Context: an optimization exercise on an open-source flow, tuned for small area, a short achievable clock period and few clock cycles per item. The choices shown serve that exercise and are no tape-out recipe. In this exercise RTL edits were held to simulation tests only and were not proved equivalent to the original. Power figures rest on the tool's default switching activity, not on a simulated workload.

==> flow/design.v <==
package ctnc_pkg;
   localparam int COORD_BITS = 32;
   localparam int FRAC_BITS  = 16;
   localparam int RGB_BITS   = 24;
   localparam int QBITS      = COORD_BITS + FRAC_BITS;
   localparam int DIV_STEPS  = QBITS;
   localparam int STEP_BITS  = $clog2(DIV_STEPS + 1);
   localparam int REQ_BYTES  = (4 * COORD_BITS + RGB_BITS + 7) / 8;
   localparam int RSP_BYTES  = (4 * COORD_BITS + RGB_BITS + 7) / 8;
   typedef logic signed [COORD_BITS-1:0] coord_type;
   typedef struct packed {
      coord_type x;
      coord_type y;
      coord_type z;
      coord_type w;
      logic [RGB_BITS-1:0] rgb;
   } vtx_type;
   localparam logic [2:0] SRC_V0 = 3'd0;
   localparam logic [2:0] SRC_V1 = 3'd1;
   localparam logic [2:0] SRC_V2 = 3'd2;
   localparam logic [2:0] SRC_C1 = 3'd3;
   localparam logic [2:0] SRC_C2 = 3'd4;
   typedef struct packed {
      logic       hold0;      
      logic       hold1;      
      logic       hold2;      
      logic       clip_go;    
      logic [1:0] clip_out;   
      logic [1:0] clip_in;    
      logic       clip_dst;   
      logic [2:0] src;        
      logic       emit;       
   } cmd_type;
   typedef struct packed {
      logic       clip_busy;
      logic       reject;
      logic [2:0] near_out;
   } sts_type;
endpackage
module clip_space_triangle_near_clipper (
   input  logic         clock,
   input  logic         reset,
   input  logic         req_tvalid,
   output logic         req_tready,
   input  logic [ctnc_pkg::REQ_BYTES*8-1:0] req_tdata,
   output logic         rsp_tvalid,
   input  logic         rsp_tready,
   output logic [ctnc_pkg::RSP_BYTES*8-1:0] rsp_tdata,
   output logic         rsp_tlast
);
   localparam logic [1:0] TY_VIS = 2'd0;
   localparam logic [1:0] TY_TWO = 2'd1;
   localparam logic [1:0] TY_ONE = 2'd2;
   localparam logic [1:0] DV_IDLE = 2'd0;
   localparam logic [1:0] DV_DS2  = 2'd1;
   localparam logic [1:0] DV_RUN  = 2'd2;
   localparam logic [1:0] DV_DONE = 2'd3;
   logic [151:0] slot0, slot1, slot2;
   logic [5:0]   fl0, fl1;                
   logic         rej_ff;
   logic [2:0]   free_ff;
   logic         full_ff;
   logic         rdy_ff;
   logic         em_act_ff;
   logic [1:0]   typ_ff;
   logic [1:0]   ra_ff, rb_ff, rc_ff;
   logic [2:0]   idx_ff;
   logic [127:0] out_xyzw;
   logic [23:0]  out_rgb;
   logic         valid_ff, last_ff;
   logic         adone_ff, bdone_ff;
   logic [1:0]   dv_ff;
   logic         dvj_ff;                  
   logic [31:0]  nmag_ff, dmag_ff;
   logic         nz_ff, ng_ff;
   logic [31:0]  dd_ff;                   
   logic [33:0]  d3_ff;                   
   logic [31:0]  rr_ff;                   
   logic [31:0]  qn_ff;                   
   logic [2:0]   cnt_ff;
   logic         sat_ff, zero_ff, neg_ff, one_ff;
   logic         mact_ff;                 
   logic         mj_ff;                   
   logic [2:0]   mk_ff;                   
   logic [31:0]  tm_ff;                   
   logic         tn_ff;                   
   logic         t1_ff;                   
   logic [31:0]  dm_ff;                   
   logic         ds_ff;                   
   logic         mbv_ff, mbph_ff;
   logic [1:0]   mbk_ff;
   logic         mbj_ff;
   logic [51:0]  acc_ff;
   logic         mcv_ff, mcj_ff, mcsh_ff;
   logic [1:0]   mck_ff;
   logic         sg_ff;                   
   logic [2:0] rel;                       
   logic [1:0] wi_ff;
   assign req_tready = rdy_ff || rel[wi_ff];
   assign rsp_tvalid = valid_ff;
   assign rsp_tlast  = last_ff;
   assign rsp_tdata  = {out_rgb, out_xyzw};
   logic signed [32:0] ix, iy, iz, iw;
   logic [5:0] in_fl;
   always_comb begin
      ix = {req_tdata[31],  req_tdata[31:0]};
      iy = {req_tdata[63],  req_tdata[63:32]};
      iz = {req_tdata[95],  req_tdata[95:64]};
      iw = {req_tdata[127], req_tdata[127:96]};
      in_fl[0] = (iz + iw) < 0;           
      in_fl[1] = (iw - iz) < 0;           
      in_fl[2] = (ix + iw) < 0;           
      in_fl[3] = (iw - ix) < 0;           
      in_fl[4] = (iy + iw) < 0;           
      in_fl[5] = (iw - iy) < 0;           
   end
   logic       deciding, reject;
   logic [2:0] nr;
   logic       rej_d;
   logic [1:0] typ_d, ra_d, rb_d, rc_d;
   always_comb begin
      deciding = full_ff && !em_act_ff;
      reject = rej_ff;
      nr = {in_fl[0], fl1[0], fl0[0]};
      rej_d = |(fl0 & fl1 & in_fl);
      typ_d = TY_VIS; ra_d = 2'd0; rb_d = 2'd1; rc_d = 2'd2;
      if (nr[0] && nr[1]) begin
         typ_d = TY_TWO; ra_d = 2'd0; rb_d = 2'd1; rc_d = 2'd2;
      end else if (nr[1] && nr[2]) begin
         typ_d = TY_TWO; ra_d = 2'd1; rb_d = 2'd2; rc_d = 2'd0;
      end else if (nr[0] && nr[2]) begin
         typ_d = TY_TWO; ra_d = 2'd2; rb_d = 2'd0; rc_d = 2'd1;
      end else if (nr[0]) begin
         typ_d = TY_ONE; ra_d = 2'd0; rb_d = 2'd1; rc_d = 2'd2;
      end else if (nr[1]) begin
         typ_d = TY_ONE; ra_d = 2'd1; rb_d = 2'd2; rc_d = 2'd0;
      end else if (nr[2]) begin
         typ_d = TY_ONE; ra_d = 2'd2; rb_d = 2'd0; rc_d = 2'd1;
      end
   end
   logic clip_go;
   assign clip_go = deciding && !reject && (typ_ff != TY_VIS);
   logic [1:0] ja_o, ja_i, ja_w, jb_o, jb_i, jb_w;
   always_comb begin
      if (typ_ff == TY_TWO) begin
         ja_o = ra_ff; ja_i = rc_ff; ja_w = ra_ff;
         jb_o = rb_ff; jb_i = rc_ff; jb_w = rb_ff;
      end else begin
         ja_o = ra_ff; ja_i = rc_ff; ja_w = rc_ff;
         jb_o = ra_ff; jb_i = rb_ff; jb_w = ra_ff;
      end
   end
   function automatic logic [31:0] rd(input logic [1:0] s, input logic [1:0] k,
                                      input logic [151:0] a, input logic [151:0] b,
                                      input logic [151:0] c);
      logic [127:0] v;
      case (s)
         2'd0:    v = a[127:0];
         2'd1:    v = b[127:0];
         default: v = c[127:0];
      endcase
      case (k)
         2'd0:    rd = v[31:0];
         2'd1:    rd = v[63:32];
         2'd2:    rd = v[95:64];
         default: rd = v[127:96];
      endcase
   endfunction
   logic [1:0]  mc_w;
   logic [31:0] p2_oc, oc_ff, ocb_ff;     
   logic [51:0] pp;
   logic        big;
   logic [31:0] pm;
   logic [32:0] sum_c;
   logic [31:0] res_c;
   always_comb begin
      mc_w  = mcj_ff ? jb_w : ja_w;
      p2_oc = oc_ff;
      pp    = mcsh_ff ? {16'd0, acc_ff[51:16]} : acc_ff;
      big   = |pp[51:31];
      if (sg_ff) pm = big ? 32'h8000_0000 : {1'b0, pp[30:0]};
      else       pm = big ? 32'h7FFF_FFFF : {1'b0, pp[30:0]};
      sum_c = {p2_oc[31], p2_oc} + ({1'b0, pm} ^ {33{sg_ff}}) + {32'd0, sg_ff};
      if (sum_c[32] != sum_c[31]) res_c = sum_c[32] ? 32'h8000_0000 : 32'h7FFF_FFFF;
      else                        res_c = sum_c[31:0];
   end
   logic a_fin, b_fin;
   assign a_fin = mcv_ff && !mcj_ff && (mck_ff == 2'd3);
   assign b_fin = mcv_ff &&  mcj_ff && (mck_ff == 2'd3);
   logic [1:0] typ_c, ra_c, rb_c, rc_c;
   logic [2:0] idx_c;
   logic       cand, e_rdy, e_last, e_byp;
   logic [1:0] xs, cs_rgb;
   always_comb begin
      typ_c = typ_ff; ra_c = ra_ff; rb_c = rb_ff; rc_c = rc_ff; idx_c = idx_ff;
      cand  = em_act_ff || (deciding && !reject);
      xs = ra_c; cs_rgb = ra_c; e_rdy = 1'b1; e_last = 1'b0; e_byp = 1'b0;
      case (typ_c)
         TY_TWO: begin
            case (idx_c)
               3'd0:    begin xs = rc_c; end
               3'd1:    begin xs = ra_c; e_rdy = adone_ff || a_fin; e_byp = a_fin; end
               default: begin xs = rb_c; e_rdy = bdone_ff || b_fin; e_byp = b_fin;
                              e_last = 1'b1; end
            endcase
            cs_rgb = xs;
         end
         TY_ONE: begin
            case (idx_c)
               3'd0:    begin xs = rb_c; cs_rgb = rb_c; end
               3'd1:    begin xs = rc_c; cs_rgb = rc_c; end
               3'd2:    begin xs = rc_c; cs_rgb = ra_c; e_rdy = adone_ff || a_fin;
                              e_byp = a_fin; end
               3'd3:    begin xs = rb_c; cs_rgb = rb_c; end
               3'd4:    begin xs = rc_c; cs_rgb = ra_c; end
               default: begin xs = ra_c; cs_rgb = ra_c; e_rdy = bdone_ff || b_fin;
                              e_byp = b_fin; e_last = 1'b1; end
            endcase
         end
         default: begin
            case (idx_c)
               3'd0:    xs = ra_c;
               3'd1:    xs = rb_c;
               default: begin xs = rc_c; e_last = 1'b1; end
            endcase
            cs_rgb = xs;
         end
      endcase
   end
   logic out_free, em_go;
   assign out_free = !valid_ff || rsp_tready;
   assign em_go    = cand && e_rdy && out_free;
   logic [127:0] e_xyzw;
   logic [23:0]  e_rgb;
   always_comb begin
      case (xs)
         2'd0:    e_xyzw = slot0[127:0];
         2'd1:    e_xyzw = slot1[127:0];
         default: e_xyzw = slot2[127:0];
      endcase
      if (e_byp) e_xyzw[127:96] = res_c;
      case (cs_rgb)
         2'd0:    e_rgb = slot0[151:128];
         2'd1:    e_rgb = slot1[151:128];
         default: e_rgb = slot2[151:128];
      endcase
   end
   logic mb_fin, mb_free, m_free, take, ma_go;
   logic        ds1_a, ds1_b;
   logic [1:0]  p1_o, p1_i, p1_k;
   logic [1:0]  p1o_ff, p1i_ff, p1k_ff;
   logic [31:0] p1_oc, p1_ic;
   always_comb begin
      ds1_a = clip_go;
      ds1_b = (dv_ff == DV_DS2);
      p1_o = p1o_ff;
      p1_i = p1i_ff;
      p1_k = p1k_ff;
      p1_oc = rd(p1_o, p1_k, slot0, slot1, slot2);
      p1_ic = rd(p1_i, p1_k, slot0, slot1, slot2);
   end
   logic signed [32:0] df_p, df_n;
   logic [31:0] dmag_c, nmag_c;
   logic        nz_c, ng_c;
   always_comb begin
      df_p   = {p1_ic[31], p1_ic} - {p1_oc[31], p1_oc};
      df_n   = {p1_oc[31], p1_oc} - {p1_ic[31], p1_ic};
      dmag_c = df_p[32] ? df_n[31:0] : df_p[31:0];
      nmag_c = p1_oc[31] ? (32'd0 - p1_oc) : p1_oc;
      nz_c   = (p1_oc == 32'd0);
      ng_c   = (!p1_oc[31] && !nz_c) ^ df_p[32];
   end
   logic [31:0] ds2_r, ds2_q;
   logic [2:0]  ds2_cnt;
   logic        ds2_sat;
   logic        lt0, lt4;
   always_comb begin
      ds2_sat = ({15'd0, nmag_ff[31:15]} >= dmag_ff);
      lt0  = (nmag_ff < dmag_ff);
      lt4  = ({4'd0, nmag_ff[31:4]} < dmag_ff);
      if (nz_ff || ds2_sat) begin
         ds2_cnt = 3'd0; ds2_r = '0; ds2_q = '0;
      end else if (lt0) begin
         ds2_cnt = 3'd3; ds2_r = nmag_ff; ds2_q = '0;
      end else if (lt4) begin
         ds2_cnt = 3'd4; ds2_r = {4'd0, nmag_ff[31:4]}; ds2_q = {nmag_ff[3:0], 28'd0};
      end else begin
         ds2_cnt = 3'd7; ds2_r = {16'd0, nmag_ff[31:16]}; ds2_q = {nmag_ff[15:0], 16'd0};
      end
   end
   function automatic logic [33:0] r4(input logic [31:0] r, input logic [1:0] b,
                                      input logic [31:0] d, input logic [33:0] d3);
      logic [33:0] rp;
      logic [34:0] s1, s2, s3;
      rp = {r, b};
      s1 = {1'b0, rp} - {3'b0, d};
      s2 = {1'b0, rp} - {2'b0, d, 1'b0};
      s3 = {1'b0, rp} - {1'b0, d3};
      if (!s3[34])      r4 = {2'd3, s3[31:0]};
      else if (!s2[34]) r4 = {2'd2, s2[31:0]};
      else if (!s1[34]) r4 = {2'd1, s1[31:0]};
      else              r4 = {2'd0, rp[31:0]};
   endfunction
   logic [33:0] st1, st2;
   logic [31:0] r2, qn_next;
   always_comb begin
      st1 = r4(rr_ff, qn_ff[31:30], dd_ff, d3_ff);
      st2 = r4(st1[31:0], qn_ff[29:28], dd_ff, d3_ff);
      r2  = st2[31:0];
      qn_next = {qn_ff[27:0], st1[33:32], st2[33:32]};
   end
   logic        dv_last, dv_res;
   logic [31:0] qsel, tm_c;
   always_comb begin
      dv_last = (dv_ff == DV_RUN) && (cnt_ff == 3'd0);
      dv_res  = dv_last || (dv_ff == DV_DONE);
      qsel    = (dv_ff == DV_DONE) ? qn_ff : qn_next;
      if (zero_ff)     tm_c = 32'd0;
      else if (sat_ff) tm_c = neg_ff ? 32'h8000_0000 : 32'h7FFF_FFFF;
      else             tm_c = qsel;
   end
   always_comb begin
      mb_fin  = mbv_ff && (t1_ff || mbph_ff);
      mb_free = !mbv_ff || mb_fin;
      m_free  = !mact_ff || (mk_ff[2] && mb_free);
      take    = dv_res && m_free &&
                !(!dvj_ff && typ_ff == TY_ONE && idx_ff < 3'd2);
      ma_go   = take || (mact_ff && !mk_ff[2] && mb_free);
   end
   function automatic logic [103:0] csa(input logic [51:0] a, input logic [51:0] b,
                                        input logic [51:0] e);
      logic [51:0] t, u;
      t = a ^ b ^ e;
      u = (a & b) | (a & e) | (b & e);
      csa = {t, u[50:0], 1'b0};
   endfunction
   function automatic logic [32:0] benc(input logic [19:0] t);
      logic [21:0] yy;
      logic [2:0]  tr;
      logic [10:0] ng, one, two;
      yy = {2'b00, t};
      for (int i = 0; i < 11; i++) begin
         tr     = {yy[2*i+1], yy[2*i], (i == 0) ? 1'b0 : yy[2*i-1]};
         ng[i]  = tr[2] && !(tr[1] && tr[0]);
         one[i] = tr[1] ^ tr[0];
         two[i] = (tr == 3'b011) || (tr == 3'b100);
      end
      benc = {ng, two, one};
   endfunction
   logic [32:0] be_ff;                    
   logic [51:0] br [13];
   logic [51:0] bl1 [9];
   logic [51:0] bl2 [6];
   logic [51:0] bl3 [4];
   logic [51:0] bl4 [3];
   logic [51:0] negs, bs, bc, mul_c;
   always_comb begin
      negs = 52'h5555600000000;
      for (int i = 0; i < 11; i++) begin
         logic        ng, one, two;
         logic [32:0] mag;
         logic [33:0] row;
         ng  = be_ff[22+i];
         two = be_ff[11+i];
         one = be_ff[i];
         mag = one ? {1'b0, dm_ff} : (two ? {dm_ff, 1'b0} : 33'd0);
         row = {1'b0, mag} ^ {34{ng}};
         br[i] = 52'({~row[33], row[32:0]}) << (2*i);
         negs[2*i] = ng;
      end
      br[11] = negs;
      br[12] = mbph_ff ? {16'd0, acc_ff[51:16]} : 52'd0;
      for (int g = 0; g < 4; g++)
         {bl1[2*g], bl1[2*g+1]} = csa(br[3*g], br[3*g+1], br[3*g+2]);
      bl1[8] = br[12];
      for (int g = 0; g < 3; g++)
         {bl2[2*g], bl2[2*g+1]} = csa(bl1[3*g], bl1[3*g+1], bl1[3*g+2]);
      for (int g = 0; g < 2; g++)
         {bl3[2*g], bl3[2*g+1]} = csa(bl2[3*g], bl2[3*g+1], bl2[3*g+2]);
      {bl4[0], bl4[1]} = csa(bl3[0], bl3[1], bl3[2]);
      bl4[2] = bl3[3];
      {bs, bc} = csa(bl4[0], bl4[1], bl4[2]);
      mul_c = bs + bc;
   end
   logic acc_in;
   assign acc_in = req_tvalid && req_tready;
   logic [2:0] free_n;
   logic [1:0] wi_n;
   always_comb begin
      rel = 3'b000;
      if (deciding && reject) rel = 3'b111;
      if (em_go) begin
         if (e_last && typ_c != TY_VIS) rel = 3'b111;
         else if (typ_c == TY_VIS)      rel[xs] = 1'b1;
      end
      free_n = free_ff | rel;
      wi_n   = wi_ff;
      if (acc_in) begin
         free_n[wi_ff] = 1'b0;
         wi_n = (wi_ff == 2'd2) ? 2'd0 : wi_ff + 2'd1;
      end
   end
   always_ff @(posedge clock) begin
      if (reset) begin
         free_ff   <= 3'b111;
         wi_ff     <= 2'd0;
         full_ff   <= 1'b0;
         rdy_ff    <= 1'b1;
         em_act_ff <= 1'b0;
         idx_ff    <= 3'd0;
         valid_ff  <= 1'b0;
         dv_ff     <= DV_IDLE;
         mact_ff   <= 1'b0;
         mbv_ff    <= 1'b0;
         mcv_ff    <= 1'b0;
      end else begin
         free_ff <= free_n;
         wi_ff   <= wi_n;
         rdy_ff  <= free_n[wi_n];
         if (acc_in && wi_ff == 2'd2) full_ff <= 1'b1;
         else if (deciding)           full_ff <= 1'b0;
         if (deciding && !reject)     em_act_ff <= 1'b1;
         else if (em_go && e_last)    em_act_ff <= 1'b0;
         if (em_go) idx_ff <= e_last ? 3'd0 : idx_ff + 3'd1;
         if (em_go)           valid_ff <= 1'b1;
         else if (rsp_tready) valid_ff <= 1'b0;
         case (dv_ff)
            DV_IDLE: if (clip_go) dv_ff <= DV_DS2;
            DV_DS2:  dv_ff <= DV_RUN;
            DV_RUN:  if (dv_last) begin
               if (!take)       dv_ff <= DV_DONE;
               else if (dvj_ff) dv_ff <= DV_IDLE;
            end
            default: if (take) dv_ff <= dvj_ff ? DV_IDLE : DV_RUN;
         endcase
         if (take)                       mact_ff <= 1'b1;
         else if (mk_ff[2] && mb_free)   mact_ff <= 1'b0;
         if (ma_go)       mbv_ff <= 1'b1;
         else if (mb_fin) mbv_ff <= 1'b0;
         mcv_ff <= mb_fin;
      end
   end
   always_ff @(posedge clock) begin
      if (acc_in && wi_ff == 2'd2) begin
         rej_ff <= rej_d;
         typ_ff <= typ_d; ra_ff <= ra_d; rb_ff <= rb_d; rc_ff <= rc_d;
      end
      if (em_go) begin
         out_xyzw <= e_xyzw;
         out_rgb  <= e_rgb;
         last_ff  <= e_last;
      end
      if (clip_go) begin
         adone_ff <= 1'b0; bdone_ff <= 1'b0;
      end else begin
         if (a_fin) adone_ff <= 1'b1;
         if (b_fin) bdone_ff <= 1'b1;
      end
   end
   always_ff @(posedge clock) begin
      if (mcv_ff) begin
         case (mc_w)
            2'd0: slot0[32*mck_ff +: 32] <= res_c;
            2'd1: slot1[32*mck_ff +: 32] <= res_c;
            default: slot2[32*mck_ff +: 32] <= res_c;
         endcase
      end
      if (acc_in && wi_ff == 2'd0) begin slot0 <= req_tdata; fl0 <= in_fl; end
      if (acc_in && wi_ff == 2'd1) begin slot1 <= req_tdata; fl1 <= in_fl; end
      if (acc_in && wi_ff == 2'd2) slot2 <= req_tdata;
   end
   logic       third_c, full_nx, emact_nx, rej_nx, clipgo_nx;
   logic [1:0] typ_nx, ra_nx, rc_nx;
   logic       mact_nx, dvj_nx, mj_nx, selnew_nx, jsel_nx;
   logic [2:0] mk_nx;
   always_comb begin
      third_c   = acc_in && (wi_ff == 2'd2);
      full_nx   = third_c ? 1'b1 : (deciding ? 1'b0 : full_ff);
      emact_nx  = (deciding && !reject) ? 1'b1 : ((em_go && e_last) ? 1'b0 : em_act_ff);
      rej_nx    = third_c ? rej_d : rej_ff;
      typ_nx    = third_c ? typ_d : typ_ff;
      ra_nx     = third_c ? ra_d  : ra_ff;
      rc_nx     = third_c ? rc_d  : rc_ff;
      clipgo_nx = full_nx && !emact_nx && !rej_nx && (typ_nx != TY_VIS);
      mact_nx   = take ? 1'b1 : ((mk_ff[2] && mb_free) ? 1'b0 : mact_ff);
      mk_nx     = ma_go ? (take ? 3'd1 : mk_ff + 3'd1) : mk_ff;
      dvj_nx    = ((dv_ff == DV_DS2) || (take && !dvj_ff)) ? (dv_ff != DV_DS2) : dvj_ff;
      mj_nx     = take ? dvj_ff : mj_ff;
      selnew_nx = !mact_nx || mk_nx[2];
      jsel_nx   = selnew_nx ? dvj_nx : mj_nx;
   end
   always_ff @(posedge clock) begin
      if (clipgo_nx) begin
         p1o_ff <= ra_nx; p1i_ff <= rc_nx; p1k_ff <= 2'd2;
      end else if (clip_go) begin
         p1o_ff <= jb_o; p1i_ff <= jb_i; p1k_ff <= 2'd2;
      end else begin
         p1o_ff <= jsel_nx ? jb_o : ja_o;
         p1i_ff <= jsel_nx ? jb_i : ja_i;
         p1k_ff <= selnew_nx ? 2'd0 : mk_nx[1:0];
      end
   end
   always_ff @(posedge clock) begin
      if (ds1_a || ds1_b) begin
         nmag_ff <= nmag_c; dmag_ff <= dmag_c; nz_ff <= nz_c; ng_ff <= ng_c;
      end
      if ((dv_ff == DV_DS2) || (take && !dvj_ff)) begin
         dd_ff   <= dmag_ff;
         d3_ff   <= {2'b0, dmag_ff} + {1'b0, dmag_ff, 1'b0};
         rr_ff   <= ds2_r;
         qn_ff   <= ds2_q;
         cnt_ff  <= ds2_cnt;
         sat_ff  <= ds2_sat;
         zero_ff <= nz_ff;
         neg_ff  <= ng_ff;
         one_ff  <= nz_ff || (!ds2_sat && lt4);
         dvj_ff  <= (dv_ff != DV_DS2);
      end else if (dv_ff == DV_RUN) begin
         rr_ff  <= r2;
         qn_ff  <= qn_next;
         cnt_ff <= cnt_ff - 3'd1;
      end
   end
   always_ff @(posedge clock) begin
      if (take) begin
         tm_ff <= tm_c;
         tn_ff <= neg_ff;
         t1_ff <= one_ff;
         mj_ff <= dvj_ff;
      end
      if (ma_go) begin
         dm_ff   <= dmag_c;
         ocb_ff  <= p1_oc;
         ds_ff   <= df_p[32];
         mbk_ff  <= take ? 2'd0 : mk_ff[1:0];
         mbj_ff  <= take ? dvj_ff : mj_ff;
         mk_ff   <= take ? 3'd1 : mk_ff + 3'd1;
         mbph_ff <= 1'b0;
         be_ff   <= benc(take ? tm_c[19:0] : tm_ff[19:0]);
      end else if (mbv_ff && !mb_fin) begin
         mbph_ff <= 1'b1;
         be_ff   <= benc({4'd0, tm_ff[31:20], 4'd0});
      end
      if (mbv_ff) acc_ff <= mul_c;
      if (mb_fin) begin
         sg_ff   <= ds_ff ^ tn_ff;
         mck_ff  <= mbk_ff;
         mcj_ff  <= mbj_ff;
         mcsh_ff <= t1_ff;
         oc_ff   <= ocb_ff;
      end
   end
endmodule
==> flow/flow/run.sh <==
#!/bin/bash
# The standard layout, with timing repair aimed below the clock period:
# repair_timing works on every path slower than 13 - 8 = 5 ns. The SDC,
# the clock period and all else are the standard flow's.
set -euo pipefail
export SETUP_SLACK_MARGIN=8
bash standard.sh > standard_flow.log 2>&1
==> flow/standard.sh <==
#!/bin/bash
# synth_recipe.tcl (not shown) runs the flow's synth.tcl, then flattens the netlist and writes it again
# the make line also repeats each setting of config.mk as NAME=value (left out here)
make -C /OpenROAD-flow-scripts/flow DESIGN_CONFIG=/design/flow/config.mk WORK_HOME=/design/flow/orfs CLKGATE_MAP_FILE= SYNTH_SCRIPT=/design/flow/synth_recipe.tcl "${@:-finish}"
==> flow/config.mk <==
export PLATFORM = sky130hd
export DESIGN_NAME = clip_space_triangle_near_clipper
export DESIGN_NICKNAME = clip_space_triangle_near_clipper
export VERILOG_FILES = /design/flow/design.v
export SDC_FILE = /design/flow/constraint.sdc
export NUM_CORES = 4
export LEC_CHECK = 0
export CAP_MARGIN = 20
export CORE_MARGIN = 2
export CORE_UTILIZATION = 55
export SLEW_MARGIN = 20
export TNS_END_PERCENT = 0
==> flow/constraint.sdc <==
create_clock -name core_clock -period 13.0 [get_ports {clock}]
set_input_delay 2.6000 -clock core_clock [delete_from_list [all_inputs] [get_ports {clock}]]
set_output_delay 2.6000 -clock core_clock [all_outputs]
set_load 0.01 [all_outputs]
==> impl_metrics.ini <==
[synthesis]
syn_inst = 10500
synth_cell_type_count = 116
syn_area_sq_um = 98700
synth_area_leaders = edfxtp_1, ha_1, fa_1
synth_most_common_cell = edfxtp_1
syn_avg_cell_area_sq_um = 9.40
post-synth-top-area-cell = edfxtp_1
synth_edf_count = 1047
yosysTopAreaCellShare_pct = 31.8
seq_area_frac_synth_pct = 32.6
synth_async_sr_flop_share_pct = 0
syn-num-nets = 11800
ys_warn_count = 6
synth_commonest_cells = edfxtp_1, a21oi_1, nand2_1
synth-seq-cells = 1085
ys.flop_type = edfxtp_1

[global_routing]
grt_max_degree = 131
grt_pass1_vias = 80200
grt_pass1_wl_microns = 525000
grt_use_total_pct = 38.4
gr-total-overflow = 0
antenna_found_initial = 9

[worst_hold_path]
hp-start = ocb_ff[28]
holdPathEnd = oc_ff[28]
min_path_type = reg2reg
hold_depth = 0

[finish]
synthToLayoutAreaGrowth_pct = 11.6
fin_nets = 11900
final_cells = 13100
fin_area_sq_um = 110000
layout-drive-gt1-share_pct = 9.29
final_util_pct = 61.8

[outcome]
status = complete, no violations

[sta]
rsz0062_at_grt = yes
finalCritPeriodShare_pct = 56.5
tns_ps = 0
hold_viol = 0
fmax_mhz = 136
setup-violations-final = 0
finalClockSkew_ps = 51.1
relSlewSlack_pct = 14.1
period_minus_slack_ps = 7340
hold_slack_ps = 402
setup_ws_ps = 5660
drv_slew = 0
worst_slew_pin_slew_ps = 1280

[worst_setup_path]
cp.required_ps = 13540
path_class = reg2reg
cpMostUsedCell = fa_1
cp_cell_sequence = buf_12, nor2b_4, a22oi_1, xnor2_1, fa_1, inv_1, fa_1, fa_1, fa_1, inv_1, fa_1, ha_4, and2_1, a221o_1, a221oi_4, o221ai_1, o21a_2, o41ai_4, o31ai_4, a221o_1, a21oi_2, nor2b_1, o41ai_2, xnor2_1
path_buf_inv = 3
crit_cells = 24
r2r-end = acc_ff[44]
cp.arrival_ps = 7880
crit_family = adder cells
slowest_delay_ps = 550
slowest_stage = fa_1
r2r-start = be_ff[5]
end_kind = flip-flop
regToRegSetupSlack_ps = 5660
worstPathMaxFanout = 23
reg2reg_depth = 24
startpoint_type = flip-flop

[detailed_routing]
vias = 85000
ant_nets = 0
drc = 0
drt_iter0_markers = 10000
routed_wl_microns = 361000
first_pass_iters = 8
post_drt_wl_per_cell_microns = 27.7
viasPerCell = 6.51

[floorplanning]
die_h_microns = 428
die_w_microns = 428
initial_core_util_pct = 55.3
core_sq_um = 178000
num_io_pins = 311
die-area_sq_um = 183000
rows = 155

[placed_design]
dp.cells = 12700
place.gp.congestion = 0.947
post-place-ws_ps = 4630
placed_area_sq_um = 104000
port_buffers = 310
hpwl_microns = 259000

[cts]
cts_max_level = 4
cts_made_buffers = 131
cts.reportedPaths.clkPinSlew_ps = 60
cts_tree = built
cts_root_buf = clkbuf_16
cts_sinks = 1085
clockBufferDepth = 3
ctsHoldBuffers = 0
insertion_delay_ps = 830

[pwr]
vdd_drop_max_uv = 275
p_total_mw = 16.5
power_density_nw_per_um2 = 150
leakagePower_nw = 44.9

[job]
max-cap-violations = 0
worst max-delay path by stage:
stage                          from          to  slack (ps)
final                      be_ff[5]  acc_ff[44]        5660
after global routing       be_ff[5]  acc_ff[44]        5440
after CTS                  be_ff[3]  acc_ff[44]        5790
after detailed placement  be_ff[12]  acc_ff[50]        4630
after global placement    be_ff[12]  acc_ff[50]        4690
after floorplan           be_ff[17]  acc_ff[48]        6400
cells in the final DEF, fill, tap and decap left out, types with 33 or more instances in the layout:
cell type           n
a31oi_1            98
nand2_1           960
o21ai_1            33
buf_4             214
inv_1             837
o21a_1             69
mux2i_1           356
a22oi_1           350
nand4_1            55
a21oi_1          1018
o211ai_1           53
or3_1              35
o21bai_1           64
fa_1              320
nor2b_1            64
a221oi_1           70
edfxtp_1         1047
o21ai_0           649
clkbuf_16         139
mux2_2            214
mux4_2             99
nor2_1            629
nor3_1            106
and3_1             88
nand3_1            85
and2_1            114
nand2b_1           83
a21o_1            209
clkdlybuf4s50_1   310
ha_1              801
xnor2_1           468
a211oi_1           88
xor2_1            196
power by group:
part / internal (mW) / switching [mW] / total [mW]
logic: 2.86 / 5.19 / 8.06
clock network: 2.11 / 1.63 / 3.73
registers: 4.50 / 0.220 / 4.72
total: 9.47 / 7.04 / 16.5
layer usage:
layer | part of all wire, % | GRT usage, % | wire [microns] | up-vias
met1 | 39 | 51.0 | 142000 | 41100
met5 | 0.0036 | 0 | 13 | -
met2 | 44 | 57.9 | 159000 | 4866
li1 | - | - | - | 38100
met4 | 6.5 | 22.0 | 23400 | 2
met3 | 10 | 8.45 | 37500 | 903
kinds of logic (layout without fill, tap and decap cells):
group                    count (synthesis)  in the layout  share of synthesized area [%]
AO/OA/AOI/OAI                         3092           3093                           19.7
AND/OR/NAND/NOR                       2355           2356                           10.8
buffers and inverters                 1491           1693                           5.84
adder cells (fa/ha/maj)               1128           1128                           16.8
flip-flops                            1085           1085                           32.6
multiplexers                           676            676                           8.39
XOR/XNOR                               672            672                           5.96
other                                    0             10                              0
state kept, by name, indices dropped and copies added (netlist names), 3 cells and up:
name      flops
slot1       152
rr_ff        32
d3_ff        34
oc_ff        32
fl1           6
be_ff        31
cnt_ff        3
tm_ff        32
out_xyzw    128
dm_ff        32
idx_ff        3
fl0           6
acc_ff       52
nmag_ff      32
qn_ff        32
slot2       152
mk_ff         3
free_ff       3
dd_ff        31
dmag_ff      32
slot0       152
out_rgb      24
ocb_ff       32
cell type report:
type                    instances  area, sq um
flip-flops and latches       1085        32200
multi-input cells            7925        61500
well taps                    2355         2950
fillers                     15100        68200
clock buffers                 157         3470
repair buffers                597         5960
inverters                     857         3270
diodes                         10         25.0
clock inverters                82          800
worst reg2reg max path: stages, from the launching register on:
cell,delay (ps)
edfxtp_1,450
buf_12,200
nor2b_4,300
a22oi_1,140
xnor2_1,160
fa_1,550
inv_1,50
fa_1,520
fa_1,540
fa_1,510
inv_1,50
fa_1,540
ha_4,220
and2_1,160
a221o_1,330
a221oi_4,330
o221ai_1,160
o21a_2,260
o41ai_4,380
o31ai_4,120
a221o_1,350
a21oi_2,180
nor2b_1,90
o41ai_2,350
xnor2_1,120
what timing repair did:
item / CTS / global route
setup endpoints to repair: 1089 / 1174
pin swaps: 12 / 24
gates cloned: 6 / 6
gates resized for setup: 109 / 58
hold endpoints to repair: 0 / 0
buffers inserted: 79 / 46
Testbench counts, summed over its fixed seeds: cycles 2,314, triangles 256.

afterwards: timing with drivers on the ports:
The flow's constraints put no driver on any port. The routed layout listed below was extracted and timed again, unchanged, in two steps. Step 1, drivers: a clkbuf_16 drives clock and a buf_2 each remaining input, both assumed. Step 2, shift: input delay + t, output delay - t, t = (earliest + latest rising clock arrival at the registers) / 2. This alone moves slack from input paths to output paths. Three values: ideal, step 1, step 2; two values: the first two.
t, ns: 0.903
slack for setup (ns): 5.656 / 5.656 / 5.008
clock arrival spread, ns: 0.051 / 0.051
pins driven straight from the clock port: 1
After both steps this run still meets setup and hold. The setup slack of this run moves by 0.000 ns with the drivers and by -0.648 ns with both steps.
